This is an optimization exercise on Yosys and OpenROAD, whose aim is small area and a short achievable clock period, not a production implementation.
Only simulation tests tie the RTL to the original design; equivalence was not proved.

==> flow/design.v (excerpt) <==
module gemv_stream_engine (
  input  logic        clk,
  input  logic        rst_n,
  input  logic        start_i,
  input  logic        accum_i,
  input  logic [47:0] w_i,
  input  logic        a_valid_i,
  output logic        a_ready_o,
  input  logic [47:0] a_row_i,
  output logic        o_valid_o,
  input  logic        o_ready_i,
  output logic [15:0] o_data_o,
  output logic [1:0]  o_idx_o,
  output logic        busy_o,
  output logic        done_o,
  output logic        ovf_o
);
Size in the first run: about 2900 cells after synthesis.
==> flow/config.mk <==
export PLATFORM = sky130hd
export DESIGN_NAME = gemv_stream_engine
export DESIGN_NICKNAME = gemv_stream_engine
export VERILOG_FILES = /design/flow/design.v
export SDC_FILE = /design/flow/constraint.sdc
export NUM_CORES = 4
export LEC_CHECK = 0
export ABC_AREA = 1
export CAP_MARGIN = 20
export CORE_MARGIN = 2
export CORE_UTILIZATION = 40
export CTS_BUF_LIST = sky130_fd_sc_hd__clkbuf_8
export CTS_CLUSTER_SIZE = 30
export SETUP_SLACK_MARGIN = 4.75
export SLEW_MARGIN = 20
export TNS_END_PERCENT = 5
export BUFFER_PORTS_ARGS = -buffer_cell sky130_fd_sc_hd__buf_2
==> flow/constraint.sdc <==
create_clock -name core_clock -period 9.0 [get_ports {clk}]
set_input_delay 1.8000 -clock core_clock [delete_from_list [all_inputs] [get_ports {clk}]]
set_output_delay 1.8000 -clock core_clock [all_outputs]
set_load 0.01 [all_outputs]
standard.sh (not shown) runs the stock make flow with config.mk's settings and CLKGATE_MAP_FILE= SYNTH_SCRIPT=/design/flow/synth_recipe.tcl, a recipe that flattens the netlist after the stock synthesis.
==> flow/flow/run.sh <==
#!/bin/bash
# Standard layout with two changes:
#  - the port buffers that buffer_ports inserts are buf_2 instead of the tool's default
#    pick (a delay buffer), so the ports' buffers are fast;
#  - after the standard synthesis, flow/polarity.py chooses for each full adder whether it
#    works on true or complemented signals (a full adder is self-dual), which removes most
#    of the inverters that the adder extraction leaves between full adders. Registers and
#    all other cells are unchanged.
set -e
echo "export BUFFER_PORTS_ARGS = -buffer_cell sky130_fd_sc_hd__buf_2" >> config.mk
bash standard.sh synth > synth.log 2>&1
R=orfs/results/sky130hd/gemv_stream_engine/base
python3 flow/polarity.py $R/1_2_yosys.v $R/1_2_yosys_pol.v > polarity.log 2>&1
cp $R/1_2_yosys.v $R/1_2_yosys_std.v
cp $R/1_2_yosys_pol.v $R/1_2_yosys.v
rm -f $R/1_synth.odb $R/1_synth.sdc
bash standard.sh > standard.log 2>&1
Other scripts of this flow, unchanged in this note and not shown: flow/flow/polarity.py
Change:
--- a/flow/flow/run.sh
+++ b/flow/flow/run.sh
@@ -3 +3 @@
-#  - the port buffers that buffer_ports inserts are buf_2 instead of the tool's default
+#  - the port buffers that buffer_ports inserts are buf_4 instead of the tool's default
@@ -10 +10 @@
-echo "export BUFFER_PORTS_ARGS = -buffer_cell sky130_fd_sc_hd__buf_2" >> config.mk
+echo "export BUFFER_PORTS_ARGS = -buffer_cell sky130_fd_sc_hd__buf_4" >> config.mk
- BUFFER_PORTS_ARGS: -buffer_cell sky130_fd_sc_hd__buf_2 -> -buffer_cell sky130_fd_sc_hd__buf_4
Result: The changed run finished with timing, DRC and antenna clean. Core utilization is higher by 0.18 points. Setup slack gains 0.021 ns. First-iteration DRC count is lower by 3.0%. Via count barely changes.

========
Another version of the RTL of gemv_stream_engine (not shown whole).
Size: roughly 3000 cells after synthesis, ~130 I/O pins, ~32000 sq um of cells after synthesis.
export LEC_CHECK = 0
export ABC_AREA = 1
export CAP_MARGIN = 20
export CORE_MARGIN = 2
export CORE_UTILIZATION = 40
export CTS_BUF_LIST = sky130_fd_sc_hd__clkbuf_8
export CTS_CLUSTER_SIZE = 30
export SETUP_SLACK_MARGIN = 4.75
export SLEW_MARGIN = 20
export TNS_END_PERCENT = 20
export BUFFER_PORTS_ARGS = -buffer_cell sky130_fd_sc_hd__buf_4
create_clock -name core_clock -period 9.0 [get_ports {clk}]
==> flow/flow/run.sh <==
#!/bin/bash
# Standard layout with two changes:
#  - the port buffers that buffer_ports inserts are buf_4 instead of the tool's default
#    pick (a delay buffer), so the ports' buffers are fast;
#  - after the standard synthesis, flow/polarity.py chooses for each full adder whether it
#    works on true or complemented signals (a full adder is self-dual), which removes most
#    of the inverters that the adder extraction leaves between full adders. Registers and
#    all other cells are unchanged.
set -e
echo "export BUFFER_PORTS_ARGS = -buffer_cell sky130_fd_sc_hd__buf_4" >> config.mk
bash standard.sh synth > synth.log 2>&1
R=orfs/results/sky130hd/gemv_stream_engine/base
python3 flow/polarity.py $R/1_2_yosys.v $R/1_2_yosys_pol.v > polarity.log 2>&1
cp $R/1_2_yosys.v $R/1_2_yosys_std.v
cp $R/1_2_yosys_pol.v $R/1_2_yosys.v
rm -f $R/1_synth.odb $R/1_synth.sdc
bash standard.sh > standard.log 2>&1
Other scripts of this flow, unchanged in this note and not shown: flow/flow/polarity.py
Edit:
--- a/flow/flow/run.sh
+++ b/flow/flow/run.sh
@@ -2,3 +2,3 @@
 # Standard layout with two changes:
-#  - the port buffers that buffer_ports inserts are buf_4 instead of the tool's default
+#  - the port buffers that buffer_ports inserts are buf_1 instead of the tool's default
 #    pick (a delay buffer), so the ports' buffers are fast;
@@ -9,3 +9,3 @@
 set -e
-echo "export BUFFER_PORTS_ARGS = -buffer_cell sky130_fd_sc_hd__buf_4" >> config.mk
+echo "export BUFFER_PORTS_ARGS = -buffer_cell sky130_fd_sc_hd__buf_1" >> config.mk
 bash standard.sh synth > synth.log 2>&1
BUFFER_PORTS_ARGS = -buffer_cell sky130_fd_sc_hd__buf_1   (was -buffer_cell sky130_fd_sc_hd__buf_4)
CORE_UTILIZATION = 50   (was 40)
Cell area decreases by a few percent; via count increases slightly; non-clock buffer count decreases by 20; utilization increases by 9.9 points; cell count decreases by a few percent.
Edit:
CORE_UTILIZATION = 40   (was 50)
Result: Die area rises by a quarter to a third. Global-route usage falls by 6.5 points.
Edit:
CORE_UTILIZATION = 55   (was 40)
=>
- register-to-register slack degrades by 50 ps
- global-route usage climbs by 9.9 points
- via count rises slightly
- final area decreases slightly
- fmax falls slightly
- sequential share of layout area went up by 0.44 points
- clock-buffer cell count fell by 5
- setup slack gets worse by 48 ps
Edit:
CORE_UTILIZATION = 40   (was 55)
SETUP_SLACK_MARGIN = 4.85   (was 4.75)
Effect: Count of clock-buffer cells in the layout goes up by 5. Setup slack improved by 130 ps. Register-to-register slack improved by 130 ps. Utilization goes down by 15 points. Routed wire length goes down by 0.72%. Sequential cell count does not change. Design area goes up by 2.3%. Non-clock buffer count goes up by 45.
Edit:
CORE_UTILIZATION = 45   (was 40)
GPL_TIMING_DRIVEN = 0   (was unset)
SETUP_SLACK_MARGIN = 4.75   (was 4.85)
- The new run finished with timing, DRC and antenna clean
- routed wire length came out higher by 8.7%
- sequential share of layout area came out lower by 0.22 points
- worst hold slack improves by 4.8 ps
- sequential cell count does not change
- die area came out lower by 11%

what the ideal ports hide:
In the flow no input, the clock included, has a driving cell. The finished layouts below were timed again as built, in two steps.
Step 1 sets driving cells, clkbuf_16 on the clock port and buf_2 on the other inputs (assumed; they add their load-dependent delay and slew).
Step 2 also shifts input and output timing later by t, the mid clock arrival at the registers, as if the neighbouring blocks saw the same clock.
Three values: no drivers, after step 1, after step 2; two values: the first two.
run	t, ns	setup slack, ns	worst setup path at the end
the first run of note 1	0.734	4.834 / 4.834 / 4.752	input to register
the second run of note 1	0.728	4.855 / 4.855 / 4.850	input to register
the first run of note 2	0.733	4.881 / 4.881 / 4.812	input to register
the second run of note 2	0.727	4.842 / 4.842 / 4.681	input to register
the third run of note 2	0.729	4.832 / 4.832 / 4.733	input to register
the fourth run of note 2	0.716	4.785 / 4.785 / 4.541	input to register
the fifth run of note 2	0.728	4.918 / 4.918 / 4.846	input to register
the sixth run of note 2	0.743	4.789 / 4.789 / 4.789	register to register
After both steps setup and hold are still met in every run listed. The setup slack of the fourth run of note 2, which loses most, moves by 0.000 ns with the drivers and by -0.244 ns with both steps.
